This is an optimization exercise on Yosys and OpenROAD, whose aim is small area, a short achievable clock period and few clock cycles, not a production implementation.
Only simulation tests tie the RTL to the original design; equivalence was not proved.
Power and IR drop assume default switching activity.

<file path="flow/run.sh">
#!/bin/bash
# synth_recipe.tcl (not shown) runs the flow's synth.tcl, then flattens the netlist and writes it again
# the make line also repeats each setting of config.mk as NAME=value (left out here)
make -C /OpenROAD-flow-scripts/flow DESIGN_CONFIG=/design/flow/config.mk WORK_HOME=/design/flow/orfs CLKGATE_MAP_FILE= SYNTH_SCRIPT=/design/flow/synth_recipe.tcl finish
</file>
<file path="flow/config.mk">
export PLATFORM = sky130hd
export DESIGN_NAME = bitmap_page_allocator_top
export DESIGN_NICKNAME = bitmap_page_allocator_top
export VERILOG_FILES = /design/flow/design.v
export SDC_FILE = /design/flow/constraint.sdc
export NUM_CORES = 4
export LEC_CHECK = 0
export CAP_MARGIN = 0
export CORE_MARGIN = 2
export CORE_UTILIZATION = 40
export CTS_CLUSTER_DIAMETER = 120
export CTS_CLUSTER_SIZE = 24
export SETUP_SLACK_MARGIN = 1.8
export SLEW_MARGIN = 0
</file>
<file path="flow/constraint.sdc">
create_clock -name core_clock -period 5.0 [get_ports {clk}]
set_input_delay 1.0000 -clock core_clock [delete_from_list [all_inputs] [get_ports {clk}]]
set_output_delay 1.0000 -clock core_clock [all_outputs]
set_load 0.01 [all_outputs]
</file>
<file path="flow/design.v">
`default_nettype none
package bpa_pkg;
    localparam int MAP_ROWS = 16;
    localparam int ROW_BITS = 32;
    localparam int KIND_W   = 2;
    localparam int PAGE_W   = 9;
    localparam int COUNT_W  = 10;
    localparam int STATUS_W = 2;
    localparam logic [KIND_W-1:0] KIND_ALLOC = 2'd0;
    localparam logic [KIND_W-1:0] KIND_FREE  = 2'd1;
    localparam logic [KIND_W-1:0] KIND_INIT  = 2'd2;
    localparam logic [STATUS_W-1:0] ST_OK       = 2'd0;
    localparam logic [STATUS_W-1:0] ST_NO_FREE  = 2'd1;
    localparam logic [STATUS_W-1:0] ST_BAD_PAGE = 2'd2;
    localparam logic [COUNT_W-1:0] TOTAL_MAX = 10'd1023;
endpackage
`default_nettype wire
`default_nettype none
import bpa_pkg::*;
module bpa_dp
(
    input  wire logic                                  clk,
    input  wire logic [bpa_pkg::MAP_ROWS-1:0]          row_hold,
    input  wire logic [bpa_pkg::MAP_ROWS-1:0]          row_wr,
    input  wire logic [bpa_pkg::ROW_BITS-1:0]          wr_data,
    input  wire logic                                  wr_data_nz,
    input  wire logic [bpa_pkg::MAP_ROWS-1:0]          rd_sel,
    output logic      [bpa_pkg::MAP_ROWS-1:0]          row_nz,
    output logic      [bpa_pkg::ROW_BITS-1:0]          rd_data
);
    logic [ROW_BITS-1:0] map_q [MAP_ROWS];
    logic [MAP_ROWS-1:0] nz_q;
    always_ff @(posedge clk)
    begin
        for (int r = 0; r < MAP_ROWS; r++)
        begin
            map_q[r] <= (map_q[r] & {ROW_BITS{row_hold[r]}}) |
                        (wr_data & {ROW_BITS{row_wr[r]}});
        end
        nz_q <= (nz_q & row_hold) | (row_wr & {MAP_ROWS{wr_data_nz}});
    end
    assign row_nz = nz_q;
    always_comb
    begin
        rd_data = '0;
        for (int r = 0; r < MAP_ROWS; r++)
        begin
            rd_data = rd_data | (map_q[r] & {ROW_BITS{rd_sel[r]}});
        end
    end
endmodule
`default_nettype wire
`default_nettype none
import bpa_pkg::*;
module bitmap_page_allocator_top
(
    input  wire logic                clk,
    input  wire logic                rst_n,
    input  wire logic                in_valid,
    output logic                     in_ready,
    input  wire logic [bpa_pkg::KIND_W-1:0]   kind,
    input  wire logic [bpa_pkg::PAGE_W-1:0]   page,
    output logic                     out_valid,
    input  wire logic                out_ready,
    output logic [bpa_pkg::STATUS_W-1:0]      status,
    output logic [bpa_pkg::PAGE_W-1:0]        alloc_page,
    output logic [bpa_pkg::COUNT_W-1:0]       free_pages,
    input  wire logic                cfg_valid,
    output logic                     cfg_ready,
    input  wire logic                cfg_index,
    input  wire logic [bpa_pkg::COUNT_W-1:0]  cfg_data
);
    localparam int R  = MAP_ROWS;
    localparam int W  = ROW_BITS;
    localparam int RB = $clog2(R);
    localparam int WB = $clog2(W);
    localparam int ROW_W = WB;
    logic [PAGE_W-1:0]  first_q;
    logic [COUNT_W-1:0] lim_q;
    logic               nonempty_q;
    logic               same_row_q;
    logic [COUNT_W-1:0] cfg_lim;
    assign cfg_ready = 1'b1;
    assign cfg_lim   = cfg_data[COUNT_W-1] ? COUNT_W'(512) : cfg_data;
    always_ff @(posedge clk or negedge rst_n)
    begin
        if (!rst_n)
        begin
            first_q    <= PAGE_W'(1);
            lim_q      <= COUNT_W'(512);
            nonempty_q <= 1'b1;
            same_row_q <= 1'b0;
        end
        else if (cfg_valid)
        begin
            if (cfg_index)
            begin
                lim_q      <= cfg_lim;
                nonempty_q <= (COUNT_W'(first_q) < cfg_lim);
                same_row_q <= ({1'b0, first_q[PAGE_W-1:ROW_W]} == cfg_lim[COUNT_W-1:ROW_W]);
            end
            else
            begin
                first_q    <= cfg_data[PAGE_W-1:0];
                nonempty_q <= (COUNT_W'(cfg_data[PAGE_W-1:0]) < lim_q);
                same_row_q <= ({1'b0, cfg_data[PAGE_W-1:ROW_W]} == lim_q[COUNT_W-1:ROW_W]);
            end
        end
    end
    logic                clr_q;
    logic [1:0]          ph_q;
    logic [COUNT_W-1:0]  cnt_q;
    logic                ov_q;
    logic [STATUS_W-1:0] st_q;
    logic [PAGE_W-1:0]   pg_q;
    logic [W-1:0]        fw_q;      
    logic [R-1:0]        next_row;  
    logic [R-1:0]        fr_q;      
    logic [R-1:0] row_hold;
    logic [R-1:0] row_wr;
    logic [W-1:0] wr_data;
    logic         wr_data_nz;
    logic [R-1:0] row_nz;
    logic [W-1:0] rd_data;
    bpa_dp u_dp (
        .clk        (clk),
        .row_hold   (row_hold),
        .row_wr     (row_wr),
        .wr_data    (wr_data),
        .wr_data_nz (wr_data_nz),
        .rd_sel     (next_row),
        .row_nz     (row_nz),
        .rd_data    (rd_data)
    );
    logic               nonempty;
    logic [COUNT_W-1:0] init_cnt;
    logic [RB-1:0]      f_row;
    logic [WB-1:0]      f_col;
    logic [RB:0]        l_row;
    logic [WB-1:0]      l_col;
    logic               same_row;
    logic               need1, need2;
    logic [R-1:0]       row_in;
    logic [R-1:0]       f_row_oh;
    logic [W-1:0]       f_suffix, l_prefix, mask1;
    assign nonempty = nonempty_q;
    assign init_cnt = nonempty ? (lim_q - COUNT_W'(first_q)) : '0;
    assign f_row    = first_q[PAGE_W-1:WB];
    assign f_col    = first_q[WB-1:0];
    assign l_row    = lim_q[COUNT_W-1:WB];
    assign l_col    = lim_q[WB-1:0];
    assign same_row = same_row_q;
    assign need1    = nonempty && (f_col != '0);
    assign need2    = nonempty && (l_col != '0) && !(same_row && (f_col != '0));
    always_comb
    begin
        for (int g = 0; g < R; g++)
        begin
            row_in[g]   = (g > int'(f_row) || (g == int'(f_row) && f_col == '0)) &&
                          (g < int'(l_row));
            f_row_oh[g] = (g == int'(f_row));
        end
        for (int j = 0; j < W; j++)
        begin
            f_suffix[j] = (WB'(j) >= f_col);
            l_prefix[j] = (WB'(j) < l_col);
        end
        mask1 = f_suffix & (same_row ? l_prefix : '1);
    end
    logic acc, is_alloc, is_free, is_init, bad, free_ok, respond;
    logic ph1, ph2;
    assign ph1      = (ph_q == 2'd1);
    assign ph2      = (ph_q == 2'd2);
    assign in_ready = !clr_q && (ph_q == 2'd0) && (!ov_q || out_ready);
    assign acc      = in_valid && in_ready;
    assign is_alloc = acc && (kind == KIND_ALLOC);
    assign is_free  = acc && (kind == KIND_FREE);
    assign is_init  = acc && (kind == KIND_INIT);
    assign bad      = (COUNT_W'(page) >= lim_q);
    assign free_ok  = is_free && !bad;
    function automatic logic [R-1:0] prefix_r(input logic [R-1:0] v);
        logic [R-1:0] p;
        p = v;
        for (int s = 1; s < R; s = s * 2)
            for (int i = R - 1; i >= 0; i--)
                if (i >= s) p[i] = p[i] | p[i-s];
        prefix_r = {p[R-2:0], 1'b0};
    endfunction
    function automatic logic [W-1:0] prefix_w(input logic [W-1:0] v);
        logic [W-1:0] p;
        p = v;
        for (int s = 1; s < W; s = s * 2)
            for (int i = W - 1; i >= 0; i--)
                if (i >= s) p[i] = p[i] | p[i-s];
        prefix_w = {p[W-2:0], 1'b0};
    endfunction
    function automatic logic two_set(input logic [W-1:0] v);
        logic [W-1:0] a, t;
        a = v;
        t = '0;
        for (int s = 1; s < W; s = s * 2)
            for (int i = 0; i < W; i = i + 2 * s)
            begin
                t[i] = t[i] | t[i+s] | (a[i] & a[i+s]);
                a[i] = a[i] | a[i+s];
            end
        two_set = t[0];
    endfunction
    logic [W-1:0]  bit_pre;
    logic [W-1:0]  low_bit;
    logic [W-1:0]  alloc_data;
    logic          fw_two;
    logic [R-1:0]  third_src;
    logic          any_free;
    logic          alloc_go;
    logic          found;
    logic [RB-1:0] fr_idx;
    logic [WB-1:0] low_idx;
    always_comb
    begin
        bit_pre    = prefix_w(fw_q);
        low_bit    = fw_q & ~bit_pre;
        alloc_data = fw_q & bit_pre;
        fw_two     = two_set(fw_q);
        third_src  = row_nz & ~fr_q;
        next_row   = third_src & ~prefix_r(third_src);
        fr_idx = '0;
        for (int g = 0; g < R; g++)
        begin
            if (fr_q[g]) fr_idx = fr_idx | RB'(g);
        end
        low_idx = '0;
        for (int j = 0; j < W; j++)
            if (low_bit[j]) low_idx = low_idx | WB'(j);
    end
    assign any_free = |row_nz;
    assign alloc_go = is_alloc;
    assign found    = is_alloc && any_free;
    logic [R-1:0]  page_row;
    logic [W-1:0]  page_col;
    logic          page_below, page_same;
    always_comb
    begin
        for (int g = 0; g < R; g++)
            page_row[g] = (page[PAGE_W-1:WB] == RB'(g));
        for (int j = 0; j < W; j++)
            page_col[j] = (page[WB-1:0] == WB'(j));
    end
    logic [R-1:0]  page_gt;          
    always_comb
    begin
        for (int g = 0; g < R; g++)
            page_gt[g] = (RB'(g) > page[PAGE_W-1:WB]);
    end
    assign page_below = !any_free || (|(fr_q & page_gt));
    assign page_same  = |(fr_q & page_row);
    logic [W-1:0] init_data;
    assign init_data = ph1 ? mask1 : (ph2 ? l_prefix : '1);
    always_comb
    begin
        for (int g = 0; g < R; g++)
        begin
            row_hold[g] = !(clr_q || is_init || (alloc_go && fr_q[g]));
            row_wr[g]   = (is_init && row_in[g]) ||
                          (free_ok && page_row[g]) ||
                          (alloc_go && fr_q[g]) ||
                          (ph1 && f_row_oh[g]) ||
                          (ph2 && (int'(l_row) == g));
        end
        wr_data_nz = is_alloc ? fw_two : 1'b1;
        if (is_alloc)
            wr_data = alloc_data;
        else if (is_free)
            wr_data = page_col;
        else
            wr_data = init_data;
    end
    always_ff @(posedge clk)
    begin
        if (clr_q)
        begin
            fw_q <= '0;
            fr_q <= '0;
        end
        else if (is_init)
        begin
            fw_q <= nonempty ? mask1 : '0;
            fr_q <= f_row_oh;
        end
        else if (found)
        begin
            if (fw_two)
            begin
                fw_q <= alloc_data;
            end
            else
            begin
                fw_q <= rd_data;
                fr_q <= next_row;
            end
        end
        else if (free_ok)
        begin
            if (page_below)
            begin
                fw_q <= page_col;
                fr_q <= page_row;
            end
            else if (page_same)
            begin
                fw_q <= fw_q | page_col;
            end
        end
    end
    assign respond = (acc && !(is_init && (need1 || need2))) ||
                     (ph1 && !need2) || ph2;
    always_ff @(posedge clk or negedge rst_n)
    begin
        if (!rst_n)
        begin
            clr_q <= 1'b1;
            ph_q  <= 2'd0;
            cnt_q <= '0;
            ov_q  <= 1'b0;
        end
        else
        begin
            clr_q <= 1'b0;
            if (is_init)
                ph_q <= need1 ? 2'd1 : (need2 ? 2'd2 : 2'd0);
            else if (ph1)
                ph_q <= need2 ? 2'd2 : 2'd0;
            else if (ph2)
                ph_q <= 2'd0;
            if (found)
                cnt_q <= cnt_q - COUNT_W'(1);
            else if (free_ok && cnt_q != TOTAL_MAX)
                cnt_q <= cnt_q + COUNT_W'(1);
            else if (is_init)
                cnt_q <= init_cnt;
            if (respond)
                ov_q <= 1'b1;
            else if (out_ready)
                ov_q <= 1'b0;
        end
    end
    always_ff @(posedge clk)
    begin
        if (acc)
        begin
            st_q <= (is_alloc && !found) ? ST_NO_FREE :
                    (is_free && bad)     ? ST_BAD_PAGE : ST_OK;
            pg_q <= found ? {fr_idx, low_idx} : '0;
        end
    end
    assign out_valid  = ov_q;
    assign status     = st_q;
    assign alloc_page = pg_q;
    assign free_pages = cnt_q;
endmodule
`default_nettype wire
</file>
==> results of run 1 <==
## state kept, by name, indices dropped and copies added (netlist names)
signal,flops
clr_q,1
fw_q,32
same_row_q,1
st_q,2
ov_q,1
pg_q,9
ph_q,2
cnt_q,10
u_dp.nz_q,16
first_q,9
fr_q,16
u_dp.map_q,512
lim_q,10
nonempty_q,1
## routing by layer
layer,up-vias,part of all wire,GRT usage
li1,12600,-,-
met1,14700,0.40,0.464
met2,1924,0.45,0.555
met3,381,0.093,0.0540
met4,2,0.058,0.166
met5,-,0.000081,0
## layout by cell type (no fill, tap or decap), drive strengths merged, types with 26 or more instances in the layout
cell type,n
a22o,281
clkbuf,38
a31oi,29
nor4,28
inv,40
nand2,499
a21oi,134
o211ai,26
ha,36
a22oi,103
dfxtp,576
nor2,161
nand3,59
nand4,31
a221oi,46
dfrtp,31
nand2b,28
buf,239
a222oi,80
clkdlybuf4s50,40
o21ai,402
nor2b,28
o22ai,32
nor3,73
a211oi,45
## cells by family after synthesis
group,share of synthesized area
buffers and inverters,0.0464
muxes,0.00302
adders and majority gates,0.0165
DFF,0.446
AOI/OAI and AO/OA,0.331
and+or+nand+nor,0.154
xor gates and xnor gates,0.00337
other,0.000263
## worst register-to-register path, cell delays in order (launching register included)
cell,delay [ns]
sky130_fd_sc_hd__dfxtp_1,0.34
sky130_fd_sc_hd__buf_4,0.22
sky130_fd_sc_hd__o21ai_0,0.96
sky130_fd_sc_hd__a21boi_0,0.29
sky130_fd_sc_hd__o2111ai_1,0.17
sky130_fd_sc_hd__a221oi_1,0.29
sky130_fd_sc_hd__nand4_1,0.32
sky130_fd_sc_hd__o21ai_0,0.40
sky130_fd_sc_hd__nand3_1,0.11
## what timing repair did
| item | in CTS | in global routing |
|---|---|---|
| cloned | 12 | 5 |
| setup buffers | 25 | 29 |
| pin swaps | 16 | 24 |
| endpoints found under the setup margin | 588 | 457 |
| resized for setup | 133 | 106 |
## power by group through the flow
stage | clock network [W] | registers (W) | logic (W)
global route | 0.00299 | 0.00584 | 0.00315
floorplan | 0 | 0.00571 | 0.00155
CTS | 0.00283 | 0.00577 | 0.00279
detailed placement | 0 | 0.00587 | 0.00264
finish | 0.00281 | 0.00580 | 0.00301
global placement | 0 | 0.00586 | 0.00263
## per-stage QoR
step / instances / power, W
6_report: 4321 / 0.0116
5_1_grt: 4321 / 0.0120
3_3_place_gp: 4213 / 0.00848
2_1_floorplan: 3333 / 0.00726
4_1_cts: 4287 / 0.0114
3_5_place_dp: 4213 / 0.00851
## path summary, 6_finish.rpt
check / to / slack (ns) / cells after the start
setup / recovery: fw_q[2] / 1.78 / 8
hold / removal: u_dp.map_q[4][5] / 0.46 / 2
setup reg to reg: fw_q[2] / 1.78 / 8
hold reg to reg: u_dp.map_q[4][5] / 0.46 / 2
max in group asynchronous: same_row_q / 3.91 / 1
min in group asynchronous: cnt_q[5] / 0.47 / 1
## cell type report
type | instances | area [µm²] | share of cell area
Clock buffer | 33 | 772 | 0.0233
Clock inverter | 4 | 62.6 | 0.00189
Inverter | 44 | 174 | 0.00525
Multi-Input combinational cell | 2378 | 15600 | 0.471
Sequential cell | 622 | 12800 | 0.385
Tap cell | 950 | 1190 | 0.0358
Timing Repair Buffer | 290 | 2570 | 0.0777
## synth_stat cells (8+ instances only)
cell	count	area (µm²)
sky130_fd_sc_hd__nor2_1	160	601
sky130_fd_sc_hd__a222oi_1	80	801
sky130_fd_sc_hd__a221o_1	16	160
sky130_fd_sc_hd__a21o_1	12	90.1
sky130_fd_sc_hd__clkbuf_1	269	1010
sky130_fd_sc_hd__buf_1	12	45.0
sky130_fd_sc_hd__a21boi_0	8	60.1
sky130_fd_sc_hd__o21ai_0	392	1960
sky130_fd_sc_hd__a21oi_1	123	616
sky130_fd_sc_hd__a31oi_1	29	181
sky130_fd_sc_hd__a221oi_1	45	394
sky130_fd_sc_hd__o2111ai_1	10	87.6
sky130_fd_sc_hd__a211oi_1	44	330
sky130_fd_sc_hd__nor3_1	73	365
sky130_fd_sc_hd__o21ai_1	10	50.1
sky130_fd_sc_hd__o211ai_1	25	188
sky130_fd_sc_hd__and2_1	14	87.6
sky130_fd_sc_hd__nor4_1	24	150
sky130_fd_sc_hd__buf_2	15	75.1
sky130_fd_sc_hd__nor2b_1	28	175
sky130_fd_sc_hd__o21a_1	8	60.1
sky130_fd_sc_hd__or3_1	13	81.3
sky130_fd_sc_hd__nand2b_1	28	175
sky130_fd_sc_hd__o22ai_1	32	200
sky130_fd_sc_hd__dfrtp_1	31	776
sky130_fd_sc_hd__a22o_1	281	2460
sky130_fd_sc_hd__edfxtp_1	11	330
sky130_fd_sc_hd__nand3_1	59	295
sky130_fd_sc_hd__a32oi_1	13	114
sky130_fd_sc_hd__inv_1	40	150
sky130_fd_sc_hd__ha_1	36	450
sky130_fd_sc_hd__and3_1	18	113
sky130_fd_sc_hd__o32ai_1	9	78.8
sky130_fd_sc_hd__nand4_1	31	194
sky130_fd_sc_hd__o31ai_1	10	75.1
sky130_fd_sc_hd__dfxtp_1	576	11500
sky130_fd_sc_hd__xnor2_1	8	70.1
sky130_fd_sc_hd__nand2_1	499	1870
sky130_fd_sc_hd__a22oi_1	102	766
==> results.ini, run 1 <==
[routing]
remaining_drc_errors = 0
drtPass1Iterations = 9
vias = 29600
detail_route.wirelength_um = 135000
drt_iter0_drc = 4623
route.detailed.vias_per_inst = 6.86
antenna_left = 0
route.detailed.wl_per_inst_um = 31.3

[worst_setup_path]
critical_path.endpoint_type = flip-flop
critical_path_class = flip-flop to flip-flop
critPathBufInv = 1
timing.critical_path.from_type = flip-flop
worstReg2RegStart = fw_q[0]
worstPathMaxFanout = 11
critPathMaxStageDelay_ns = 0.95
cp_top_family = compound AO/OA/AOI/OAI gates
crit_path_start = fw_q[0]
cp_common_cell = sky130_fd_sc_hd__o21ai_0
timing.critical_path.arrival_ns = 3.72
crit_required_ns = 5.50
critical-path-slowest-cell = sky130_fd_sc_hd__o21ai_0
crit_path_cells = buf_4 > o21ai_0 > a21boi_0 > o2111ai_1 > a221oi_1 > nand4_1 > o21ai_0 > nand3_1

[power_and_ir_drop]
sw_frac_of_total = 0.352
power.sequential.fraction = 0.499
power.leakage_nw = 12.1
combinationalPowerShare = 0.259
vdd_drop_max_uv = 313
power.density_nw_per_um2 = 350
clock_power_share = 0.242
p_int_w = 0.00753
netSwitchingPower_w = 0.00409

[die]
num_io_pins = 51
die_area_um2 = 73600
effective_utilization_at_floorplan = 0.402
core_um2 = 71100
die_w_um = 271
placement_rows = 98
dieHeight_um = 271

[global_routing]
antenna_violations_before_repair = 4
grt_pass1_vias = 27800
track_usage = 0.349
globalRoute.totalOverflow = 0
grt_start_max_net_pins = 36
grt_first_pass_wirelength_um = 193000

[hold_path]
hp-start = u_dp.map_q[4][5]
hold_path_class = flip-flop to flip-flop

[synthesis]
syn-instance-count = 3333
synth_net_count = 3397
synth.lib_cells_used.distinct = 88
yosys_register_bits = 622
portion_of_the_post_synthesis_area_used_by_sequential_elements = 0.446
postSynth.asyncResetShare = 0.0563
mappedNetlistArea_um2 = 28600
synth_edf_count = 11
synth_area_per_cell_um2 = 8.58
synth_flop_cell = sky130_fd_sc_hd__dfxtp_1
synth.yosys.warnings = 3

[timing]
max-slew-margin-rel = 0.196
fin_worst_hold_slack_ns = 0.462
timing_max_transition_violations_final = 0
post-route-period-util = 0.645
fmax_mhz = 310
fin_tns_setup_ns = 0
grt_setup_unrepaired = true
clock_skew_ns = 0.0717
worst_slack_ns = 1.78
timing_worst_slew_pin_value_ns = 1.19
final_period_minus_worst_setup_slack_ns = 3.22
timing_hold_violations_final = 0
final-setup-viol-count = 0

[clock_tree]
cts_tree = built
clkTransAtPathRegs_ns = 0.09
total_number_of_h_tree_levels = 1
number_of_buffers_created_by_cts = 30
clock_root_buffer = sky130_fd_sc_hd__clkbuf_16
insertion_delay_ns = 0.69
post_cts_hold_buffer_count = 0
cts_num_sinks = 622
ctsLongestPathBuffers = 3

[final_layout]
layout-drive-gt1-share = 0.140
nets_finish = 3430
finish.utilization = 0.466
final_area_um2 = 33200
areaGrowthSynthToFinish_pct = 16.0
layout.filler_cells = 6889
n_antenna_cell = 0

[run_status]
status = finished clean

[placed_design]
detailed_place.area_um2 = 30800
sum_of_net_half_perimeters_after_detailed_placement_um = 92600
detailedPlace.worstSlack_ns = 0.399
numPortBuffers = 49
gp_congestion = 0.978

[flow_run]
max-cap-violations = 0

Testbench counts, summed over its fixed seeds: cycles 12,170.
==> inputs of run 2 (changes only) <==
--- a/flow/config.mk
+++ b/flow/config.mk
@@ -6,5 +6,5 @@
 export NUM_CORES = 4
 export LEC_CHECK = 0
-export CAP_MARGIN = 0
+export CAP_MARGIN = 20
 export CORE_MARGIN = 2
 export CORE_UTILIZATION = 40
@@ -12,3 +12,3 @@
 export CTS_CLUSTER_SIZE = 24
 export SETUP_SLACK_MARGIN = 1.8
-export SLEW_MARGIN = 0
+export SLEW_MARGIN = 20
==> run 2 against run 1 <==
  * Still clean on timing, DRC and antenna
  * Hold slack worse by 0.0063 ns
  * Sequential power is essentially flat
  * Global-route usage up 0.18 points
  * Flip-flop and latch count is the same
  * Final cell count decreased by 0.19%
  * Via count shrank 0.67%
  * Critical endpoint is now fw_q[30]
  * Highest routed layer unchanged
==> results.ini, run 2 <==
[final_layout]
layout_commonest_cell = sky130_fd_sc_hd__dfxtp_1  ; unchanged
layout_common_cells = 568 x sky130_fd_sc_hd__dfxtp_1, 488 x sky130_fd_sc_hd__nand2_1, 374 x sky130_fd_sc_hd__o21ai_0  ; was 568 x sky130_fd_sc_hd__dfxtp_1, 488 x sky130_fd_sc_hd__nand2_1, 381 x sky130_fd_sc_hd__o21ai_0
layout-drive-gt1-share = 0.136  ; was 0.140
final-instance-count-excl-fill = 4313  ; was 4,321
top_register = u_dp.map_q  ; unchanged
reg.largest.list = u_dp.map_q x512, fw_q x32  ; unchanged
areaGrowthSynthToFinish_pct = 15.7  ; was 16.0%
nets_finish = 3421  ; was 3,430
finish.utilization = 0.465  ; was 0.466
largest_register_ff_count = 512  ; unchanged

[worst_setup_path]
timing.critical_path.arrival_ns = 3.78  ; was 3.72 ns
ff2ff_setup_slack_ns = 1.77  ; was 1.78 ns
crit_required_ns = 5.55  ; was 5.50 ns
critical_path.endpoint_type = flip-flop  ; unchanged
worstPathMaxFanout = 32  ; was 11
timing.critical_path.from_type = flip-flop  ; unchanged
critical_path_class = flip-flop to flip-flop  ; unchanged

[routing]
route.detailed.vias_per_inst = 6.82  ; was 6.86
remaining_drc_errors = 0  ; unchanged
antenna_left = 0  ; unchanged
drtPass1Iterations = 11  ; was 9
detail_route.wirelength_um = 136000  ; was 135,000 µm
vias = 29400  ; was 29,600
route.detailed.wl_per_inst_um = 31.5  ; was 31.3 µm
drt_iter0_drc = 4507  ; was 4,623

[timing]
timing_hold_violations_final = 0  ; unchanged
timing_worst_slew_pin_value_ns = 1.01  ; was 1.19 ns
post-route-period-util = 0.646  ; was 0.645
timing_max_transition_violations_final = 0  ; unchanged
fmax_mhz = 310  ; about the same
fin_worst_hold_slack_ns = 0.456  ; was 0.462 ns
max-slew-margin-rel = 0.326  ; was 0.196
fin_tns_setup_ns = 0  ; unchanged
final_period_minus_worst_setup_slack_ns = 3.23  ; was 3.22 ns
final-setup-viol-count = 0  ; unchanged
clock_skew_ns = 0.0822  ; was 0.0717 ns
grt_setup_unrepaired = true  ; unchanged

[synthesis]
compound_gate_portion_of_the_synthesized_area = 0.331  ; unchanged
synth_area_per_cell_um2 = 8.58  ; unchanged
synth_xor_area_frac = 0.00337  ; unchanged
postSynth.asyncResetShare = 0.0563  ; unchanged
synthDominantCellAreaShare = 0.403  ; unchanged
synth_top_cells_by_area = sky130_fd_sc_hd__dfxtp_1 40%, sky130_fd_sc_hd__a22o_1 8.6%, sky130_fd_sc_hd__o21ai_0 6.9%  ; unchanged
syn-instance-count = 3333  ; unchanged
synthMuxAreaShare = 0.00302  ; unchanged
mappedNetlistArea_um2 = 28600  ; unchanged
yosys-top-cells-count = 576 x sky130_fd_sc_hd__dfxtp_1, 499 x sky130_fd_sc_hd__nand2_1, 392 x sky130_fd_sc_hd__o21ai_0, 281 x sky130_fd_sc_hd__a22o_1, 269 x sky130_fd_sc_hd__clkbuf_1  ; unchanged
post-synth-top-area-cell = sky130_fd_sc_hd__dfxtp_1  ; unchanged
synth_simple_gate_area_frac = 0.154  ; unchanged
synth_flop_cell = sky130_fd_sc_hd__dfxtp_1  ; unchanged
synth_net_count = 3397  ; unchanged
post_synthesis_share_of_cell_area_spent_on_full_adders_half_adders_and_majority_gates = 0.0165  ; unchanged
synth_edf_count = 11  ; unchanged
yosys_register_bits = 622  ; unchanged
synth.lib_cells_used.distinct = 88  ; unchanged
post-synth-top-count-cell = sky130_fd_sc_hd__dfxtp_1  ; unchanged
dominant_combinational_cell_family_by_area_after_synthesis = compound AO/OA/AOI/OAI gates  ; unchanged
portion_of_the_post_synthesis_area_used_by_sequential_elements = 0.446  ; unchanged
synth.yosys.warnings = 3  ; unchanged

[global_routing]
grt_first_pass_wirelength_um = 194000  ; was 193,000 µm
globalRoute.totalOverflow = 0  ; unchanged
groute.layer.met3.usage = 0.0586  ; was 0.0540
antenna_violations_before_repair = 6  ; was 4
grt_pass1_vias = 27500  ; was 27,800
track_usage = 0.351  ; was 0.349
groute.layer.met2.usage = 0.563  ; was 0.555
grt_start_max_net_pins = 36  ; unchanged
busiest_layer = met2  ; unchanged
groute.layer.met1.usage = 0.464  ; about the same

[die]
placement_rows = 98  ; unchanged
num_io_pins = 51  ; unchanged
effective_utilization_at_floorplan = 0.402  ; unchanged
dieHeight_um = 271  ; unchanged
die_area_um2 = 73600  ; unchanged
core_um2 = 71100  ; unchanged
die_w_um = 271  ; unchanged

[run_status]
status = finished clean  ; unchanged

[clock_tree]
post_cts_hold_buffer_count = 0  ; unchanged
clock_root_buffer = sky130_fd_sc_hd__clkbuf_16  ; unchanged
cts_num_sinks = 622  ; unchanged
number_of_buffers_created_by_cts = 30  ; unchanged
ctsLongestPathBuffers = 3  ; unchanged
cts_tree = built  ; unchanged
total_number_of_h_tree_levels = 1  ; unchanged
clkTransAtPathRegs_ns = 0.10  ; was 0.09 ns
insertion_delay_ns = 0.69  ; about the same

[power_and_ir_drop]
power.density_nw_per_um2 = 353  ; was 350 nW/µm²
power.leakage_nw = 12.0  ; was 12.1 nW
vdd_drop_max_uv = 318  ; was 313 µV

[flow_run]
max-cap-violations = 0  ; unchanged

[placed_design]
gp_congestion = 0.978  ; unchanged
sum_of_net_half_perimeters_after_detailed_placement_um = 92800  ; was 92,600 µm
placed_cells = 4214  ; was 4,213
numPortBuffers = 49  ; unchanged

[hold_path]
hold_path_class = flip-flop to flip-flop  ; unchanged

-- run 2: cell types whose count changed in the layout (fill, tap and decap cells not counted), moves of 3 or more --
cell | before | now
sky130_fd_sc_hd__dlymetal6s2s_1 | 4 | 1
sky130_fd_sc_hd__o21ai_0 | 381 | 374
sky130_fd_sc_hd__clkdlybuf4s50_1 | 40 | 43
sky130_fd_sc_hd__o311a_4 | 1 | 4
sky130_fd_sc_hd__o311a_2 | 5 | 2
sky130_fd_sc_hd__nor2_2 | 1 | 5
sky130_fd_sc_hd__nor2_1 | 157 | 154
sky130_fd_sc_hd__a2111oi_1 | 3 | 0
sky130_fd_sc_hd__o21ai_1 | 15 | 23
sky130_fd_sc_hd__buf_4 | 197 | 192
sky130_fd_sc_hd__nor3_2 | 8 | 5
-- run 2: where the power goes --
group | switching [W] | internal (W)
Sequential | 0.000422 | 0.00538
Combinational | 0.00198 | 0.00103
Clock | 0.00171 | 0.00115
-- run 2: final timing paths --
check	to	from	cells after the start
max	fw_q[30]	fr_q[0]	11
min	u_dp.map_q[1][11]	u_dp.map_q[1][11]	2
max reg2reg	fw_q[30]	fr_q[0]	11
min reg2reg	u_dp.map_q[1][11]	u_dp.map_q[1][11]	2
max in group asynchronous	lim_q[1]	rst_n	1
min in group asynchronous	cnt_q[9]	rst_n	1
-- run 2: kinds of logic (layout without fill, tap and decap cells) --
group,count (synthesis),in the layout
AOI/OAI and AO/OA,1331,1341
and+or+nand+nor,979,979
DFF,622,622
buffers and inverters,344,363
adders and majority gates,37,37
xor gates and xnor gates,11,11
muxes,7,7
other,2,3
-- run 2: final cells by class --
class,instances,area (µm²)
Fill cell,6922,38100
Multi-Input combinational cell,2377,15600
Sequential cell,622,12800
Timing Repair Buffer,282,2500
Tap cell,950,1190
Clock buffer,32,758
Inverter,44,169
Clock inverter,5,86.3
Antenna cell,1,2.50
-- run 2: per-layer routing --
metal	vias up	routed length [µm]
li1	12600	-
met2	2000	61400
met3	347	13400
met4	4	6900
met1	14500	54300
met5	-	26
-- run 2: per-stage QoR --
step | power (W) | setup WS, ns | cell area, µm²
global route | 0.0120 | 1.74 | 33100
global placement | 0.00848 | 0.359 | 30800
floorplan | 0.00726 | 1.75 | 28600
detailed placement | 0.00852 | 0.385 | 30900
finish | 0.0117 | 1.77 | 33100
CTS | 0.0114 | 1.75 | 32500
-- run 2: what timing repair did --
| action | CTS | global route |
|---|---|---|
| hold endpoints to repair | 0 | 0 |
| buffers inserted | 28 | 16 |
| endpoints found under the setup margin | 588 | 511 |
| pin swaps | 21 | 16 |
| cloned | 13 | 4 |
| gates resized for setup | 137 | 81 |
-- run 2: critical path, stage by stage (launching register included) --
cell                       delay (ns)
sky130_fd_sc_hd__dfxtp_2         0.46
sky130_fd_sc_hd__nor2b_4         0.11
sky130_fd_sc_hd__or3_1           0.42
sky130_fd_sc_hd__buf_12          0.22
sky130_fd_sc_hd__nor4_2          0.42
sky130_fd_sc_hd__buf_6           0.28
sky130_fd_sc_hd__buf_4           0.29
sky130_fd_sc_hd__a22o_1          0.19
sky130_fd_sc_hd__nor3_1          0.06
sky130_fd_sc_hd__a31oi_2         0.33
sky130_fd_sc_hd__a311oi_1        0.09
sky130_fd_sc_hd__o21ai_0         0.19

## afterwards: timing with drivers on the ports
No port has a modelled driver above. Below, the same layouts with a new extraction and two added sets of constraints. Step 1 assumes that a clkbuf_16 drives the clock port and a buf_2 every other input. Step 2 also shifts input and output timing later by t, the mid clock arrival at the registers, as if the neighbouring blocks saw the same clock. Three values: ideal ports, drivers, drivers and shift; two values: the first two.
run	shift t [ns]	setup slack, ns	worst register clock-pin slew, ns	cell pins on the clock port's net
run 1	0.717	1.777 / 1.777 / 1.147	0.12 / 0.12	1
run 2	0.716	1.771 / 1.771 / 1.113	0.11 / 0.11	1
After both steps every run listed still meets setup and hold. For run 2, which loses most, drivers alone change the setup slack by 0.000 ns; drivers and shift together by -0.658 ns.
